Context: an optimization exercise on an open-source flow, tuned for small area, a short achievable clock period and few clock cycles per item. The choices shown serve that exercise and are no tape-out recipe. RTL that was checked went through simulation tests only; none was proved equivalent to the original.

## the previous run
Design pe_requant, start of the top module:
module pe_requant #(
    parameter int ACC_W  = 32,
    parameter int MULT_W = 16,
    parameter int CNT_W  = 16
) (
    input  logic              clk,
    input  logic              rst_n,
    input  logic              in_valid,
    output logic              in_ready,
    input  logic [ACC_W-1:0]  in_acc,
    input  logic [ACC_W-1:0]  in_bias,
    input  logic              in_last,
    output logic              out_valid,
    input  logic              out_ready,
    output logic [7:0]        out_data,
    output logic              out_last,
    input  logic              cfg_we,
    input  logic [MULT_W-1:0] cfg_mult,
    input  logic [4:0]        cfg_shift,
    input  logic [7:0]        cfg_zp,
    output logic              busy,
    output logic [CNT_W-1:0]  out_count
);
For scale: about 2300 cells after synthesis, ~230 flip-flops, about 130 I/O pins, about 22000 um^2 of cells after synthesis.
Settings: LEC_CHECK=0, ABC_CLOCK_PERIOD_IN_PS=4400, CAP_MARGIN=20, CORE_MARGIN=2, CORE_UTILIZATION=55, CTS_BUF_LIST=sky130_fd_sc_hd__clkbuf_4 sky130_fd_sc_hd__clkbuf_8, CTS_CLUSTER_SIZE=30, SETUP_SLACK_MARGIN=5.0, SLEW_MARGIN=20, SYNTH_HIERARCHICAL=1, SYNTH_MINIMUM_KEEP_SIZE=0; clock period 9.0 ns.
standard.sh (not shown) runs the stock make flow with config.mk's settings and CLKGATE_MAP_FILE= SYNTH_SCRIPT=/design/flow/synth_recipe.tcl, a recipe that flattens the netlist after the stock synthesis.
==> flow/flow/run.sh <==
#!/bin/bash
# Standard layout, with plain buffers (not delay buffers) on the ports and a
# clock tree without dummy loads.
export BUFFER_PORTS_ARGS="-buffer_cell sky130_fd_sc_hd__buf_1"
export CTS_ARGS="-sink_clustering_enable -repair_clock_nets -dont_use_dummy_load -sink_clustering_size 16 -sink_clustering_max_diameter 70 -buf_list {sky130_fd_sc_hd__clkbuf_8}"
bash standard.sh > standard.log 2>&1
Edits applied to the flow inputs when going from the previous run to the current run:
--- a/flow/design.v
+++ b/flow/design.v
@@ -27,15 +27,14 @@
     localparam int NH    = 4;            
     logic [MULT_W-1:0] cfg_mult_q;
     logic [NDIG-1:0] bone;                
     logic [NDIG-2:0] btwo, bneg;          
     logic [4:0]      cfg_shift_q;
     logic [7:0]      cfg_zp_q;
     logic [7:0]      cfg_big_q;           
-    always_comb for (int k = 0; k < 8; k++) cfg_big_q[k] = |(cfg_mult_q >> (15 - k));
     logic        s1_vld, s2_vld, r3_vld;
     logic        s1_last, s2_last;
     logic        room_q;                  
     logic        any_q;                   
     logic        in_fire, pop, cfg_apply;
     assign in_ready  = room_q || out_ready;
     assign in_fire   = in_valid && in_ready;
@@ -1067,18 +1066,20 @@
         end
     end
     always_ff @(posedge clk or negedge rst_n) begin
         if (!rst_n) begin
             cfg_mult_q  <= MULT_W'(1);
             cfg_shift_q <= 5'd0;
             cfg_zp_q    <= 8'd0;
+            cfg_big_q   <= 8'd0;
         end else if (cfg_apply) begin
             cfg_mult_q  <= cfg_mult;
             cfg_shift_q <= cfg_shift;
             cfg_zp_q    <= cfg_zp;
+            for (int k = 0; k < 8; k++) cfg_big_q[k] <= |(cfg_mult >> (15 - k));
         end
     end
     always_ff @(posedge clk or negedge rst_n) begin
         if (!rst_n) begin
             out_count <= '0;
         end else if (cfg_apply) begin
             out_count <= '0;
Results
- Result for the current run and the previous run: all clean
- Comparing the current run and the previous run, final instance area is higher on the previous run.
- The current run vs. the previous run: maximum clock rate stayed essentially flat; starting utilization of the core area +0.35 points; total number of placement rows saw a decrease.
- Going from the previous run to the current run, initial antenna violation count about even, fraction of area in registers rose 1.2 points.
- Diff the previous run -> the current run: global-route usage over all layers has decreased; number of cells in the design after placement has decreased.
- Re wire length the detailed router placed on met1: the current run is about 6% down on the previous run.
- Changes observed in the current run relative to the previous run: synthesized area divided by synthesized cell count increased by 3.3% relative to the old numbers, post-CTS resize count went down about 18%.
No functional check of the RTL was part of any run of this note.

## exp/zinc
Another version of the RTL of pe_requant (not shown whole).
For scale: roughly 250 flip-flops, ~23000 um2 of cells after synthesis.
Design pe_requant, start of the top module:
module pe_requant #(
    parameter int ACC_W  = 32,
    parameter int MULT_W = 16,
    parameter int CNT_W  = 16
) (
    input  logic              clk,
    input  logic              rst_n,
    input  logic              in_valid,
    output logic              in_ready,
    input  logic [ACC_W-1:0]  in_acc,
    input  logic [ACC_W-1:0]  in_bias,
    input  logic              in_last,
    output logic              out_valid,
    input  logic              out_ready,
    output logic [7:0]        out_data,
    output logic              out_last,
    input  logic              cfg_we,
    input  logic [MULT_W-1:0] cfg_mult,
    input  logic [4:0]        cfg_shift,
    input  logic [7:0]        cfg_zp,
    output logic              busy,
    output logic [CNT_W-1:0]  out_count
);
Settings: LEC_CHECK=0, ABC_CLOCK_PERIOD_IN_PS=4400, CAP_MARGIN=20, CORE_MARGIN=2, CORE_UTILIZATION=55, CTS_BUF_LIST=sky130_fd_sc_hd__clkbuf_4 sky130_fd_sc_hd__clkbuf_8, CTS_CLUSTER_SIZE=30, SETUP_SLACK_MARGIN=5.0, SLEW_MARGIN=20, SYNTH_HIERARCHICAL=1, SYNTH_MINIMUM_KEEP_SIZE=0; clock period 9.0 ns.
==> flow/flow/run.sh <==
#!/bin/bash
# Standard layout, with plain buffers (not delay buffers) on the ports and a
# clock tree without dummy loads.
export BUFFER_PORTS_ARGS="-buffer_cell sky130_fd_sc_hd__buf_1"
export CTS_ARGS="-sink_clustering_enable -repair_clock_nets -dont_use_dummy_load -sink_clustering_size 30 -buf_list {sky130_fd_sc_hd__clkbuf_4 sky130_fd_sc_hd__clkbuf_8}"
bash standard.sh > standard.log 2>&1
Testbench counts of exp/zinc, summed over its fixed seeds: cycles 11,268, items 10,948.
[inputs] exp/amber vs exp/zinc
--- a/flow/design.v
+++ b/flow/design.v
@@ -17,24 +17,25 @@
     input  logic              cfg_we,
     input  logic [MULT_W-1:0] cfg_mult,
     input  logic [4:0]        cfg_shift,
     input  logic [7:0]        cfg_zp,
     output logic              busy,
     output logic [CNT_W-1:0]  out_count
 );
     localparam int SUM_W = ACC_W + 1;    
     localparam int W     = 49;           
     localparam int NDIG  = 9;            
     localparam int NH    = 4;            
-    logic [NDIG-1:0] bone;
-    logic [NDIG-2:0] btwo, bneg;
+    logic [MULT_W-1:0] cfg_mult_q;
+    logic [NDIG-1:0] bone;                
+    logic [NDIG-2:0] btwo, bneg;          
     logic [4:0]      cfg_shift_q;
     logic [7:0]      cfg_zp_q;
     logic        s1_vld, s2_vld, r3_vld;
     logic        s1_last, s2_last;
     logic        room_q;                  
     logic        any_q;                   
     logic        in_fire, pop, cfg_apply;
     assign in_ready  = room_q || out_ready;
     assign in_fire   = in_valid && in_ready;
     assign busy      = any_q || in_valid;
     assign cfg_apply = cfg_we && !busy;
@@ -1152,49 +1153,43 @@
             h_vld  <= '0;
             fl_q   <= '0;
         end else begin
             s1_vld <= in_fire;
             s2_vld <= s1_vld;
             r3_vld <= s2_vld;
             h_vld  <= nh_vld;
             fl_q   <= fl_nxt;
         end
     end
     logic [17:0] mx;
-    logic [NDIG-1:0] bone_n;
-    logic [NDIG-2:0] btwo_n, bneg_n;
-    assign mx = {2'b00, cfg_mult};
+    assign mx = {2'b00, cfg_mult_q};
     always_comb begin
         for (int j = 0; j < NDIG; j++) begin
             logic m2, m1, m0;
             m2 = mx[2*j+1];
             m1 = mx[2*j];
             m0 = (j == 0) ? 1'b0 : mx[2*j-1];
-            bone_n[j] = m1 ^ m0;
+            bone[j] = m1 ^ m0;
             if (j < NDIG - 1) begin
-                btwo_n[j] = (m2 & ~m1 & ~m0) | (~m2 & m1 & m0);
-                bneg_n[j] = m2 & ~(m1 & m0);
+                btwo[j] = (m2 & ~m1 & ~m0) | (~m2 & m1 & m0);
+                bneg[j] = m2 & ~(m1 & m0);
             end
         end
     end
     always_ff @(posedge clk or negedge rst_n) begin
         if (!rst_n) begin
-            bone        <= NDIG'(1);         
-            btwo        <= '0;
-            bneg        <= '0;
+            cfg_mult_q  <= MULT_W'(1);
             cfg_shift_q <= 5'd0;
             cfg_zp_q    <= 8'd0;
         end else if (cfg_apply) begin
-            bone        <= bone_n;
-            btwo        <= btwo_n;
-            bneg        <= bneg_n;
+            cfg_mult_q  <= cfg_mult;
             cfg_shift_q <= cfg_shift;
             cfg_zp_q    <= cfg_zp;
         end
     end
     always_ff @(posedge clk or negedge rst_n) begin
         if (!rst_n) begin
             out_count <= '0;
         end else if (cfg_apply) begin
             out_count <= '0;
         end else if (pop) begin
             out_count <= out_count + CNT_W'(1);
==> comparison <==
exp/zinc → exp/amber: worst setup slack -47 ps, sequential cell count lower, wire length went up about 9%. Re post-synthesis xor/xnor area fraction: exp/amber is 1.3 points down on exp/zinc. The cell count on exp/amber is in line with that on exp/zinc. Against exp/zinc, exp/amber comes in about 0.4% higher on die width. Of exp/amber and exp/zinc, the run reporting the higher peak per-stage delay on the critical path was exp/amber. Comparing exp/amber and exp/zinc, register share of the cell area is higher on exp/zinc. Taking exp/zinc as the reference, in exp/amber total of clock buffers placed in the layout now sits lower; hold slack went up; clock slew at the register clock pins of the worst setup and hold paths shows no meaningful change.
Only the layout flow was run in exp/amber; the RTL was not checked for function there.

afterwards: timing with drivers on the ports:
The results above use ideal ports. As a check the final layouts listed here were re-extracted and re-timed, cells and wires unchanged. Step 1 sets driving cells, clkbuf_16 on the clock port and buf_2 on the other inputs (assumed; they add their load-dependent delay and slew). Step 2 adds t to the input delays and takes it off the output delays; t is the mean of the earliest and latest rising clock arrival at the registers after step 1. Input paths then give back, and output paths get back, about the clock's delay inside the block. a / b / c = ideal ports / drivers / drivers and shift; a / b = the first two.
run | t (ns) | slack for setup (ns) | pins driven straight from the clock port
the previous run | 0.644 | 4.953 / 4.926 / 4.585 | 1
the current run | 0.641 | 4.960 / 4.926 / 4.570 | 1
exp/zinc | 0.641 | 5.016 / 4.996 / 4.567 | 1
exp/amber | 0.643 | 4.969 / 4.947 / 4.573 | 1
After both steps setup and hold are still met in every run listed. For exp/zinc, which loses most, drivers alone change the setup slack by -0.020 ns; drivers and shift together by -0.449 ns.
